This is an optimization exercise on Yosys and OpenROAD, whose aim is small area, a short achievable clock period and few clock cycles per item, not a production implementation. Only simulation tests tie the RTL to the original design; equivalence was not proved.

==> raven: inputs <==
Design ilid_top, start of the top module:
module ilid_top (
  input  logic        clk_i,
  input  logic        rst_ni,
  input  logic        start,
  output logic        busy,
  input  logic [2:0]  cmd_opcode,
  input  logic [11:0] cmd_position,
  input  logic [31:0] cmd_value,
  output logic        done_o,
  output logic [31:0] res_value,
  output logic [1:0]  res_status,
  output logic [10:0] res_count
);
  ilid_pkg::ilid_cmd_t cmd;
  ilid_pkg::ilid_res_t res;
  assign cmd.opcode     = cmd_opcode;
  assign cmd.position   = cmd_position;
  assign cmd.item_value = cmd_value;
  indexed_list_insert_delete_unit #(
    .CAPACITY(64)
  ) u_unit (
    .clk_i  (clk_i),
    .rst_ni (rst_ni),
    .start  (start),
    .busy   (busy),
    .cmd_i  (cmd),
    .done_o (done_o),
    .res_o  (res)
  );
  assign res_value  = res.read_value;
  assign res_status = res.status;
  assign res_count  = res.entry_count;
endmodule
make LEC_CHECK=0 CAP_MARGIN=20 CELL_PAD_IN_SITES_DETAIL_PLACEMENT=0 CELL_PAD_IN_SITES_GLOBAL_PLACEMENT=0 CORE_MARGIN=2 CORE_UTILIZATION=55 CTS_CLUSTER_DIAMETER=80 CTS_CLUSTER_SIZE=24 PLACE_DENSITY=0.65 SETUP_SLACK_MARGIN=5.0 SLEW_MARGIN=20 finish   # period 8.0 ns
run.sh (not shown) runs the stock make flow with config.mk's settings and CLKGATE_MAP_FILE= SYNTH_SCRIPT=/design/flow/synth_recipe.tcl, a recipe that flattens the netlist after the stock synthesis.
==> inputs of ember, as changes to raven <==
==> flow/design.v (replaced) <==
`timescale 1ns / 1ps
package ilid_pkg;
  localparam int unsigned POS_W = 10;
  typedef enum logic [2:0] {
    OP_READ     = 3'd0,
    OP_INS_HEAD = 3'd1,
    OP_INS_TAIL = 3'd2,
    OP_INS_AT   = 3'd3,
    OP_DELETE   = 3'd4
  } opcode_e;
  typedef enum logic [1:0] {
    ST_DONE  = 2'd0,
    ST_RANGE = 2'd1,
    ST_FULL  = 2'd2
  } status_e;
  typedef enum logic [1:0] {
    SH_HOLD   = 2'd0,
    SH_INSERT = 2'd1,
    SH_DELETE = 2'd2
  } shift_e;
  typedef struct packed {
    logic [2:0]          opcode;
    logic signed [11:0]  position;
    logic signed [31:0]  item_value;
  } ilid_cmd_t;
  typedef struct packed {
    logic signed [31:0]  read_value;
    logic [1:0]          status;
    logic [10:0]         entry_count;
  } ilid_res_t;
  typedef struct packed {
    shift_e              mode;
    logic [POS_W-1:0]    target;
    logic signed [31:0]  value;
  } ilid_ctrl_t;
endpackage
`timescale 1ns / 1ps
module ilid_cell (
  input  logic               clk_i,
  input  logic               we_i,
  input  logic signed [31:0] wdata_i,
  output logic signed [31:0] value_o
);
  logic signed [31:0] value_q;
  always_ff @(posedge clk_i) begin
    if (we_i) value_q <= wdata_i;
  end
  assign value_o = value_q;
endmodule
`timescale 1ns / 1ps
module indexed_list_insert_delete_unit #(
  parameter int unsigned CAPACITY = 64
) (
  input  logic      clk_i,
  input  logic      rst_ni,
  input  logic      start,
  output logic      busy,
  input  ilid_pkg::ilid_cmd_t cmd_i,
  output logic      done_o,
  output ilid_pkg::ilid_res_t res_o
);
  localparam int unsigned CntW = $clog2(CAPACITY + 1);
  localparam int unsigned IdxW = $clog2(CAPACITY);
  localparam int unsigned Last = CAPACITY - 1;
  assign busy = 1'b0;
  logic               v0_q;
  logic [2:0]         op0_q;
  logic [11:0]        pos0_q;
  logic signed [31:0] val0_q;
  always_ff @(posedge clk_i or negedge rst_ni) begin
    if (!rst_ni) v0_q <= 1'b0;
    else         v0_q <= start;
  end
  always_ff @(posedge clk_i) begin
    op0_q  <= cmd_i.opcode;
    pos0_q <= cmd_i.position;
    val0_q <= cmd_i.item_value;
  end
  logic [CntW-1:0] cnt_q, cnt_d;
  logic            pos_neg, pos_lt, pos_gt, full;
  logic            do_ins, do_del, do_rd, rd_err;
  logic [1:0]      status;
  logic [IdxW-1:0] target;
  assign pos_neg = pos0_q[11];
  assign pos_lt  = !pos_neg && ({1'b0, pos0_q[10:0]} <  12'(cnt_q));
  assign pos_gt  = !pos_neg && ({1'b0, pos0_q[10:0]} >  12'(cnt_q));
  assign full    = (cnt_q == CntW'(CAPACITY));
  always_comb begin
    do_ins = 1'b0;
    do_del = 1'b0;
    do_rd  = 1'b0;
    rd_err = 1'b0;
    status = ilid_pkg::ST_DONE;
    target = pos0_q[IdxW-1:0];
    unique case (op0_q)
      ilid_pkg::OP_READ: begin
        if (pos_lt) do_rd = 1'b1;
        else begin
          rd_err = 1'b1;
          status = ilid_pkg::ST_RANGE;
        end
      end
      ilid_pkg::OP_INS_HEAD, ilid_pkg::OP_INS_TAIL, ilid_pkg::OP_INS_AT: begin
        if (op0_q == ilid_pkg::OP_INS_HEAD || (op0_q == ilid_pkg::OP_INS_AT && pos_neg)) begin
          target = '0;
        end else if (op0_q == ilid_pkg::OP_INS_TAIL) begin
          target = cnt_q[IdxW-1:0];
        end
        if (op0_q == ilid_pkg::OP_INS_AT && pos_gt) status = ilid_pkg::ST_RANGE;
        else if (full)                              status = ilid_pkg::ST_FULL;
        else                                        do_ins = 1'b1;
      end
      ilid_pkg::OP_DELETE: begin
        if (pos_lt) do_del = 1'b1;
        else        status = ilid_pkg::ST_RANGE;
      end
      default: status = ilid_pkg::ST_RANGE;
    endcase
    if (!v0_q) begin
      do_ins = 1'b0;
      do_del = 1'b0;
      do_rd  = 1'b0;
    end
  end
  always_comb begin
    cnt_d = cnt_q;
    if (do_ins)      cnt_d = cnt_q + CntW'(1);
    else if (do_del) cnt_d = cnt_q - CntW'(1);
  end
  logic                v1_q;
  logic [IdxW-1:0]     t1_q;
  logic                ins1_q, del1_q, rd1_q;
  logic signed [31:0]  val1_q;
  logic                rderr1_q;
  logic [1:0]          status1_q;
  logic [CntW-1:0]     cnt1_q;
  always_ff @(posedge clk_i or negedge rst_ni) begin
    if (!rst_ni) begin
      cnt_q <= '0;
      v1_q  <= 1'b0;
    end else begin
      cnt_q <= cnt_d;
      v1_q  <= v0_q;
    end
  end
  always_ff @(posedge clk_i) begin
    t1_q      <= target;
    ins1_q    <= do_ins;
    del1_q    <= do_del;
    rd1_q     <= do_rd;
    val1_q    <= val0_q;
    rderr1_q  <= rd_err;
    status1_q <= status;
    cnt1_q    <= cnt_d;
  end
  logic [CAPACITY-1:0] s0_q, s1_q, eq_q;
  always_comb begin
    for (int i = 0; i < CAPACITY; i++) begin
      logic eq, gt;
      eq = (IdxW'(i) == t1_q);
      gt = (IdxW'(i) >  t1_q);
      if (i == Last) begin
        s0_q[i] = (ins1_q & gt) | del1_q;
        s1_q[i] = del1_q;
      end else begin
        s0_q[i] = ins1_q & (eq | gt);
        s1_q[i] = (ins1_q & eq) | (del1_q & (eq | gt));
      end
      eq_q[i] = eq;
    end
  end
  logic [IdxW-1:0] map_q [CAPACITY];
  logic [IdxW-1:0] tgt_slot;
  logic [IdxW-1:0] new_slot;
  assign new_slot = map_q[Last];
  always_comb begin
    tgt_slot = '0;
    for (int i = 0; i < CAPACITY; i++) begin
      tgt_slot = tgt_slot | (map_q[i] & {IdxW{eq_q[i]}});
    end
  end
  for (genvar g = 0; g < CAPACITY; g++) begin : g_map
    logic [IdxW-1:0] left_v, right_v, wrap_v;
    if (g == 0) begin : g_head
      assign left_v = map_q[Last];
    end else begin : g_mid_l
      assign left_v = map_q[g-1];
    end
    if (g == Last) begin : g_tail
      assign right_v = map_q[0];
      assign wrap_v  = tgt_slot;
    end else begin : g_mid_r
      assign right_v = map_q[g+1];
      assign wrap_v  = new_slot;
    end
    always_ff @(posedge clk_i or negedge rst_ni) begin
      if (!rst_ni) begin
        map_q[g] <= IdxW'(g);
      end else begin
        map_q[g] <= s1_q[g] ? (s0_q[g] ? wrap_v : right_v)
                            : (s0_q[g] ? left_v : map_q[g]);
      end
    end
  end
  logic signed [31:0] slot_val [CAPACITY];
  for (genvar g = 0; g < CAPACITY; g++) begin : g_slot
    ilid_cell u_cell (
      .clk_i   (clk_i),
      .we_i    (ins1_q && (new_slot == IdxW'(g))),
      .wdata_i (val1_q),
      .value_o (slot_val[g])
    );
  end
  logic            v2_q;
  logic            rd2_q;
  logic [IdxW-1:0] slot2_q;
  logic            rderr2_q;
  logic [1:0]      status2_q;
  logic [CntW-1:0] cnt2_q;
  always_ff @(posedge clk_i or negedge rst_ni) begin
    if (!rst_ni) v2_q <= 1'b0;
    else         v2_q <= v1_q;
  end
  always_ff @(posedge clk_i) begin
    rd2_q     <= rd1_q;
    slot2_q   <= tgt_slot;
    rderr2_q  <= rderr1_q;
    status2_q <= status1_q;
    cnt2_q    <= cnt1_q;
  end
  localparam int unsigned Groups = 4;
  localparam int unsigned GrpSz  = CAPACITY / Groups;
  logic [CAPACITY-1:0] rs;
  always_comb begin
    for (int j = 0; j < CAPACITY; j++) begin
      rs[j] = rd2_q && (slot2_q == IdxW'(j));
    end
  end
  logic signed [31:0] grp_d [Groups];
  logic signed [31:0] grp_q [Groups];
  always_comb begin
    for (int k = 0; k < Groups; k++) begin
      grp_d[k] = 32'sd0;
      for (int j = k * GrpSz; j < (k + 1) * GrpSz; j++) begin
        grp_d[k] = grp_d[k] | (slot_val[j] & {32{rs[j]}});
      end
    end
  end
  logic            v3_q;
  logic            rderr3_q;
  logic [1:0]      status3_q;
  logic [CntW-1:0] cnt3_q;
  always_ff @(posedge clk_i or negedge rst_ni) begin
    if (!rst_ni) v3_q <= 1'b0;
    else         v3_q <= v2_q;
  end
  always_ff @(posedge clk_i) begin
    for (int k = 0; k < Groups; k++) grp_q[k] <= grp_d[k];
    rderr3_q  <= rderr2_q;
    status3_q <= status2_q;
    cnt3_q    <= cnt2_q;
  end
  logic signed [31:0] rd_bus;
  always_comb begin
    rd_bus = {32{rderr3_q}};
    for (int k = 0; k < Groups; k++) rd_bus = rd_bus | grp_q[k];
  end
  logic                done_q;
  ilid_pkg::ilid_res_t res_q;
  always_ff @(posedge clk_i or negedge rst_ni) begin
    if (!rst_ni) done_q <= 1'b0;
    else         done_q <= v3_q;
  end
  always_ff @(posedge clk_i) begin
    res_q.read_value  <= rd_bus;
    res_q.status      <= status3_q;
    res_q.entry_count <= 11'(cnt3_q);
  end
  assign done_o = done_q;
  assign res_o  = res_q;
endmodule
`timescale 1ns / 1ps
module ilid_top (
  input  logic        clk_i,
  input  logic        rst_ni,
  input  logic        start,
  output logic        busy,
  input  logic [2:0]  cmd_opcode,
  input  logic [11:0] cmd_position,
  input  logic [31:0] cmd_value,
  output logic        done_o,
  output logic [31:0] res_value,
  output logic [1:0]  res_status,
  output logic [10:0] res_count
);
  ilid_pkg::ilid_cmd_t cmd;
  ilid_pkg::ilid_res_t res;
  assign cmd.opcode     = cmd_opcode;
  assign cmd.position   = cmd_position;
  assign cmd.item_value = cmd_value;
  indexed_list_insert_delete_unit #(
    .CAPACITY(64)
  ) u_unit (
    .clk_i  (clk_i),
    .rst_ni (rst_ni),
    .start  (start),
    .busy   (busy),
    .cmd_i  (cmd),
    .done_o (done_o),
    .res_o  (res)
  );
  assign res_value  = res.read_value;
  assign res_status = res.status;
  assign res_count  = res.entry_count;
endmodule
Settings changed: CTS_CLUSTER_DIAMETER 80 to default, CTS_CLUSTER_SIZE 24 to default, SETUP_SLACK_MARGIN 5.0 to 4.8.
==> inputs of delta, as changes to raven <==
--- a/flow/design.v
+++ b/flow/design.v
@@ -121,16 +121,17 @@
     cnt_d = cnt_q;
     if (do_ins)      cnt_d = cnt_q + CntW'(1);
     else if (do_del) cnt_d = cnt_q - CntW'(1);
   end
   logic                v1_q;
   logic [7:0]          the1_q, thg1_q, tle1_q, tlg1_q;
   logic [CAPACITY-1:0] pe1_q;    
   logic                ins1_q, del1_q, rd1_q;
+  logic [7:0]          insg1_q, delg1_q;
   logic signed [31:0]  val1_q;
   logic                rderr1_q;
   logic [1:0]          status1_q;
   logic [CntW-1:0]     cnt1_q;
   always_ff @(posedge clk_i or negedge rst_ni) begin
     if (!rst_ni) begin
       cnt_q <= '0;
       v1_q  <= 1'b0;
@@ -144,16 +145,20 @@
       the1_q[h] <= (target[5:3] == 3'(h));
       thg1_q[h] <= (3'(h) > target[5:3]);
       tle1_q[h] <= (target[2:0] == 3'(h));
       tlg1_q[h] <= (3'(h) > target[2:0]);
     end
     for (int i = 0; i < CAPACITY; i++) pe1_q[i] <= (cmd_pos[IdxW-1:0] == IdxW'(i));
     ins1_q    <= do_ins;
     del1_q    <= do_del;
+    for (int h = 0; h < 8; h++) begin
+      insg1_q[h] <= do_ins && (target[5:3] <= 3'(h));
+      delg1_q[h] <= do_del && (target[5:3] <= 3'(h));
+    end
     rd1_q     <= do_rd;
     val1_q    <= cmd_val;
     rderr1_q  <= rd_err;
     status1_q <= status;
     cnt1_q    <= cnt_d;
   end
   localparam int unsigned LkGrps = 4;
   localparam int unsigned LkSz   = CAPACITY / LkGrps;
@@ -171,21 +176,21 @@
   assign new_slot = m_last;
   logic [CAPACITY-1:0] s0, s1;
   always_comb begin
     for (int i = 0; i < CAPACITY; i++) begin
       logic eq, gt;
       eq = the1_q[i / 8] & tle1_q[i % 8];
       gt = thg1_q[i / 8] | (the1_q[i / 8] & tlg1_q[i % 8]);
       if (i == Last) begin
-        s0[i] = ins1_q & gt;
+        s0[i] = insg1_q[i / 8] & gt;
         s1[i] = 1'b0;
       end else begin
-        s0[i] = ins1_q & (eq | gt);
-        s1[i] = (ins1_q & eq) | (del1_q & (eq | gt));
+        s0[i] = insg1_q[i / 8] & (eq | gt);
+        s1[i] = (insg1_q[i / 8] & eq) | (delg1_q[i / 8] & (eq | gt));
       end
     end
   end
   logic [IdxW-1:0] lk_d [LkGrps];
   always_comb begin
     for (int k = 0; k < LkGrps; k++) begin
       lk_d[k] = '0;
       for (int i = k * LkSz; i < (k + 1) * LkSz; i++) begin
==> inputs of violet, as changes to raven <==
--- a/flow/design.v
+++ b/flow/design.v
@@ -150,126 +150,91 @@
     ins1_q    <= do_ins;
     del1_q    <= do_del;
     rd1_q     <= do_rd;
     val1_q    <= cmd_val;
     rderr1_q  <= rd_err;
     status1_q <= status;
     cnt1_q    <= cnt_d;
   end
-  localparam int unsigned LkGrps = 4;
-  localparam int unsigned LkSz   = CAPACITY / LkGrps;
-  logic [IdxW-1:0] map_q [CAPACITY];
-  logic [IdxW-1:0] lkp_q [LkGrps];
-  logic            pend_q;
-  logic [IdxW-1:0] lk_slot;    
-  logic [IdxW-1:0] m_last;     
-  logic [IdxW-1:0] new_slot;
-  always_comb begin
-    lk_slot = '0;
-    for (int k = 0; k < LkGrps; k++) lk_slot = lk_slot | lkp_q[k];
-  end
-  assign m_last   = pend_q ? lk_slot : map_q[Last];
-  assign new_slot = m_last;
   logic [CAPACITY-1:0] s0, s1;
   always_comb begin
     for (int i = 0; i < CAPACITY; i++) begin
       logic eq, gt;
       eq = the1_q[i / 8] & tle1_q[i % 8];
       gt = thg1_q[i / 8] | (the1_q[i / 8] & tlg1_q[i % 8]);
       if (i == Last) begin
-        s0[i] = ins1_q & gt;
-        s1[i] = 1'b0;
+        s0[i] = (ins1_q & gt) | del1_q;
+        s1[i] = del1_q;
       end else begin
         s0[i] = ins1_q & (eq | gt);
         s1[i] = (ins1_q & eq) | (del1_q & (eq | gt));
       end
     end
   end
-  logic [IdxW-1:0] lk_d [LkGrps];
+  logic [IdxW-1:0] map_q [CAPACITY];
+  logic [IdxW-1:0] tgt_slot;
+  logic [IdxW-1:0] new_slot;
+  assign new_slot = map_q[Last];
   always_comb begin
-    for (int k = 0; k < LkGrps; k++) begin
-      lk_d[k] = '0;
-      for (int i = k * LkSz; i < (k + 1) * LkSz; i++) begin
-        lk_d[k] = lk_d[k] | (((i == Last) ? m_last : map_q[i]) & {IdxW{pe1_q[i]}});
-      end
+    tgt_slot = '0;
+    for (int i = 0; i < CAPACITY; i++) begin
+      tgt_slot = tgt_slot | (map_q[i] & {IdxW{pe1_q[i]}});
     end
   end
   for (genvar g = 0; g < CAPACITY; g++) begin : g_map
-    logic [IdxW-1:0] left_v, right_v, hold_v;
+    logic [IdxW-1:0] left_v, right_v, wrap_v;
     if (g == 0) begin : g_head
-      assign left_v = m_last;
+      assign left_v = map_q[Last];
     end else begin : g_mid_l
       assign left_v = map_q[g-1];
     end
     if (g == Last) begin : g_tail
-      assign right_v = m_last;
-      assign hold_v  = m_last;
-    end else if (g == Last - 1) begin : g_pen
-      assign right_v = m_last;
-      assign hold_v  = map_q[g];
+      assign right_v = map_q[0];
+      assign wrap_v  = tgt_slot;
     end else begin : g_mid_r
       assign right_v = map_q[g+1];
-      assign hold_v  = map_q[g];
+      assign wrap_v  = new_slot;
     end
     always_ff @(posedge clk_i or negedge rst_ni) begin
       if (!rst_ni) begin
         map_q[g] <= IdxW'(g);
       end else begin
-        map_q[g] <= s1[g] ? (s0[g] ? new_slot : right_v)
-                          : (s0[g] ? left_v : hold_v);
+        map_q[g] <= s1[g] ? (s0[g] ? wrap_v : right_v)
+                            : (s0[g] ? left_v : map_q[g]);
       end
     end
   end
-  always_ff @(posedge clk_i or negedge rst_ni) begin
-    if (!rst_ni) pend_q <= 1'b0;
-    else         pend_q <= del1_q;
-  end
   logic signed [31:0] slot_val [CAPACITY];
   for (genvar g = 0; g < CAPACITY; g++) begin : g_slot
     ilid_cell u_cell (
       .clk_i   (clk_i),
       .we_i    (ins1_q && (new_slot == IdxW'(g))),
       .wdata_i (val1_q),
       .value_o (slot_val[g])
     );
   end
-  logic            v2_q, rd2_q;
+  logic            v2_q;
+  logic [7:0]      shi2_q, slo2_q;
   logic            rderr2_q;
   logic [1:0]      status2_q;
   logic [CntW-1:0] cnt2_q;
   always_ff @(posedge clk_i or negedge rst_ni) begin
     if (!rst_ni) v2_q <= 1'b0;
     else         v2_q <= v1_q;
   end
   always_ff @(posedge clk_i) begin
-    for (int k = 0; k < LkGrps; k++) lkp_q[k] <= lk_d[k];
-    rd2_q     <= rd1_q;
+    for (int h = 0; h < 8; h++) begin
+      shi2_q[h] <= rd1_q && (tgt_slot[5:3] == 3'(h));
+      slo2_q[h] <= (tgt_slot[2:0] == 3'(h));
+    end
     rderr2_q  <= rderr1_q;
     status2_q <= status1_q;
     cnt2_q    <= cnt1_q;
   end
-  logic [7:0]      shi2_q, slo2_q;
-  logic            v2b_q;
-  logic            rderr2b_q;
-  logic [1:0]      status2b_q;
-  logic [CntW-1:0] cnt2b_q;
-  always_ff @(posedge clk_i or negedge rst_ni) begin
-    if (!rst_ni) v2b_q <= 1'b0;
-    else         v2b_q <= v2_q;
-  end
-  always_ff @(posedge clk_i) begin
-    for (int h = 0; h < 8; h++) begin
-      shi2_q[h] <= rd2_q && (lk_slot[5:3] == 3'(h));
-      slo2_q[h] <= (lk_slot[2:0] == 3'(h));
-    end
-    rderr2b_q  <= rderr2_q;
-    status2b_q <= status2_q;
-    cnt2b_q    <= cnt2_q;
-  end
   localparam int unsigned Groups = 4;
   localparam int unsigned GrpSz  = CAPACITY / Groups;
   logic [CAPACITY-1:0] rs;
   always_comb begin
     for (int j = 0; j < CAPACITY; j++) begin
       rs[j] = shi2_q[j / 8] && slo2_q[j % 8];
     end
   end
@@ -284,23 +249,23 @@
     end
   end
   logic            v3_q;
   logic            rderr3_q;
   logic [1:0]      status3_q;
   logic [CntW-1:0] cnt3_q;
   always_ff @(posedge clk_i or negedge rst_ni) begin
     if (!rst_ni) v3_q <= 1'b0;
-    else         v3_q <= v2b_q;
+    else         v3_q <= v2_q;
   end
   always_ff @(posedge clk_i) begin
     for (int k = 0; k < Groups; k++) grp_q[k] <= grp_d[k];
-    rderr3_q  <= rderr2b_q;
-    status3_q <= status2b_q;
-    cnt3_q    <= cnt2b_q;
+    rderr3_q  <= rderr2_q;
+    status3_q <= status2_q;
+    cnt3_q    <= cnt2_q;
   end
   logic signed [31:0] rd_bus;
   always_comb begin
     rd_bus = {32{rderr3_q}};
     for (int k = 0; k < Groups; k++) rd_bus = rd_bus | grp_q[k];
   end
   logic                done_q;
   ilid_pkg::ilid_res_t res_q;
Settings changed: SETUP_SLACK_MARGIN 5.0 to 4.8.
==> results.py <==
metrics = {
    "sta": {
        "fin_crit_ns": 3.028,
        "max_slew_margin_pct": 23.62,
    },
    "layout": {
        "layout_common_cells": "edfxtp_1 (2,048), a21oi_1 (499), nand2_1 (470)",
        "clk_share_pct": 4.026,
    },
    "run_status": {
        "status": "no timing/DRC/antenna violations",
    },
    "global_routing": {
        "grt_usage_pct": 33.88,
    },
    "worst_setup_path": {
        "critPathCaptureType": "flop",
        "path_class": "flop to flop",
    },
    "yosys": {
        "avgSynthCellArea_um2": 14.27,
    },
}
The numbers above come from raven.

==> results.py <==
metrics = {
    "worst_setup_path": {
        "critPathMaxStageDelay_ns": 0.98,
        "critPathCaptureType": "flop",
        "path_class": "flop to flop",
    },
    "run_status": {
        "status": "no timing/DRC/antenna violations",
    },
    "layout": {
        "clk_share_pct": 3.974,
        "layout_common_cells": "edfxtp_1 (2,048), nand2_1 (972), a21oi_1 (660)",
    },
    "sta": {
        "max_slew_margin_pct": 16.73,
        "fin_crit_ns": 3.331,
    },
    "detailed_routing": {
        "ant_nets": 0,
    },
}
The numbers above come from violet.

==> results.py <==
metrics = {
    "run_status": {
        "status": "no timing/DRC/antenna violations",
    },
    "sta": {
        "fin_crit_ns": 3.284,
        "max_slew_margin_pct": 11.92,
    },
    "worst_setup_path": {
        "critPathCaptureType": "flop",
        "path_class": "flop to flop",
    },
    "yosys": {
        "avgSynthCellArea_um2": 15.15,
    },
    "layout": {
        "layout_common_cells": "edfxtp_1 (2,048), a22o_1 (543), a221oi_1 (522)",
    },
    "global_routing": {
        "grt_pass1_wl_um": 535800,
        "grt_usage_pct": 39.29,
    },
}
The numbers above come from ember.

==> results.py <==
metrics = {
    "run_status": {
        "status": "no timing/DRC/antenna violations",
    },
    "global_routing": {
        "grt_usage_pct": 34.63,
    },
    "yosys": {
        "avgSynthCellArea_um2": 15.16,
    },
    "layout": {
        "clk_share_pct": 3.870,
        "layout_common_cells": "edfxtp_1 (2,048), a22o_1 (418), nor2_1 (343)",
    },
    "sta": {
        "max_slew_margin_pct": 21.64,
    },
}
The numbers above come from delta.

Testbench counts of raven, summed over its fixed seeds: cycles 80,040, items 80,000.
Testbench counts of ember, summed over its fixed seeds: cycles 80,040, items 80,000.
Testbench counts of delta, summed over its fixed seeds: cycles 80,040, items 80,000.
Testbench counts of violet, summed over its fixed seeds: cycles 80,032, items 80,000.

afterwards: timing with drivers on the ports:
In the flow no input, the clock included, has a driving cell. The finished layouts below were timed again as built, in two steps.
Step 1: set_driving_cell puts a clkbuf_16 on clk_i and a buf_2 on each other input, an assumption about the parent block.
Step 2, shift: input delay + t, output delay - t, t = (earliest + latest rising clock arrival at the registers) / 2. This alone moves slack from input paths to output paths.
Three values: ideal ports, drivers, drivers and shift; two values: the first two.
run | shift t [ns] | setup slack, ns | hold slack, ns | worst data-port slew with drivers (ns) | cell pins on the clock port's net
raven | 0.923 | 4.972 / 4.956 / 4.244 | 0.326 / 0.326 / 0.326 | 0.05 | 1
ember | 0.998 | 4.716 / 4.716 / 4.716 | 0.308 / 0.308 / 0.308 | 0.09 | 1
delta | 0.930 | 5.002 / 4.910 / 4.219 | 0.326 / 0.326 / 0.326 | 0.08 | 1
violet | 0.913 | 4.669 / 4.669 / 4.043 | 0.320 / 0.320 / 0.320 | 0.06 | 1
After both steps setup and hold are still met in every run listed. For delta, which loses most, drivers alone change the setup slack by -0.092 ns; drivers and shift together by -0.783 ns.
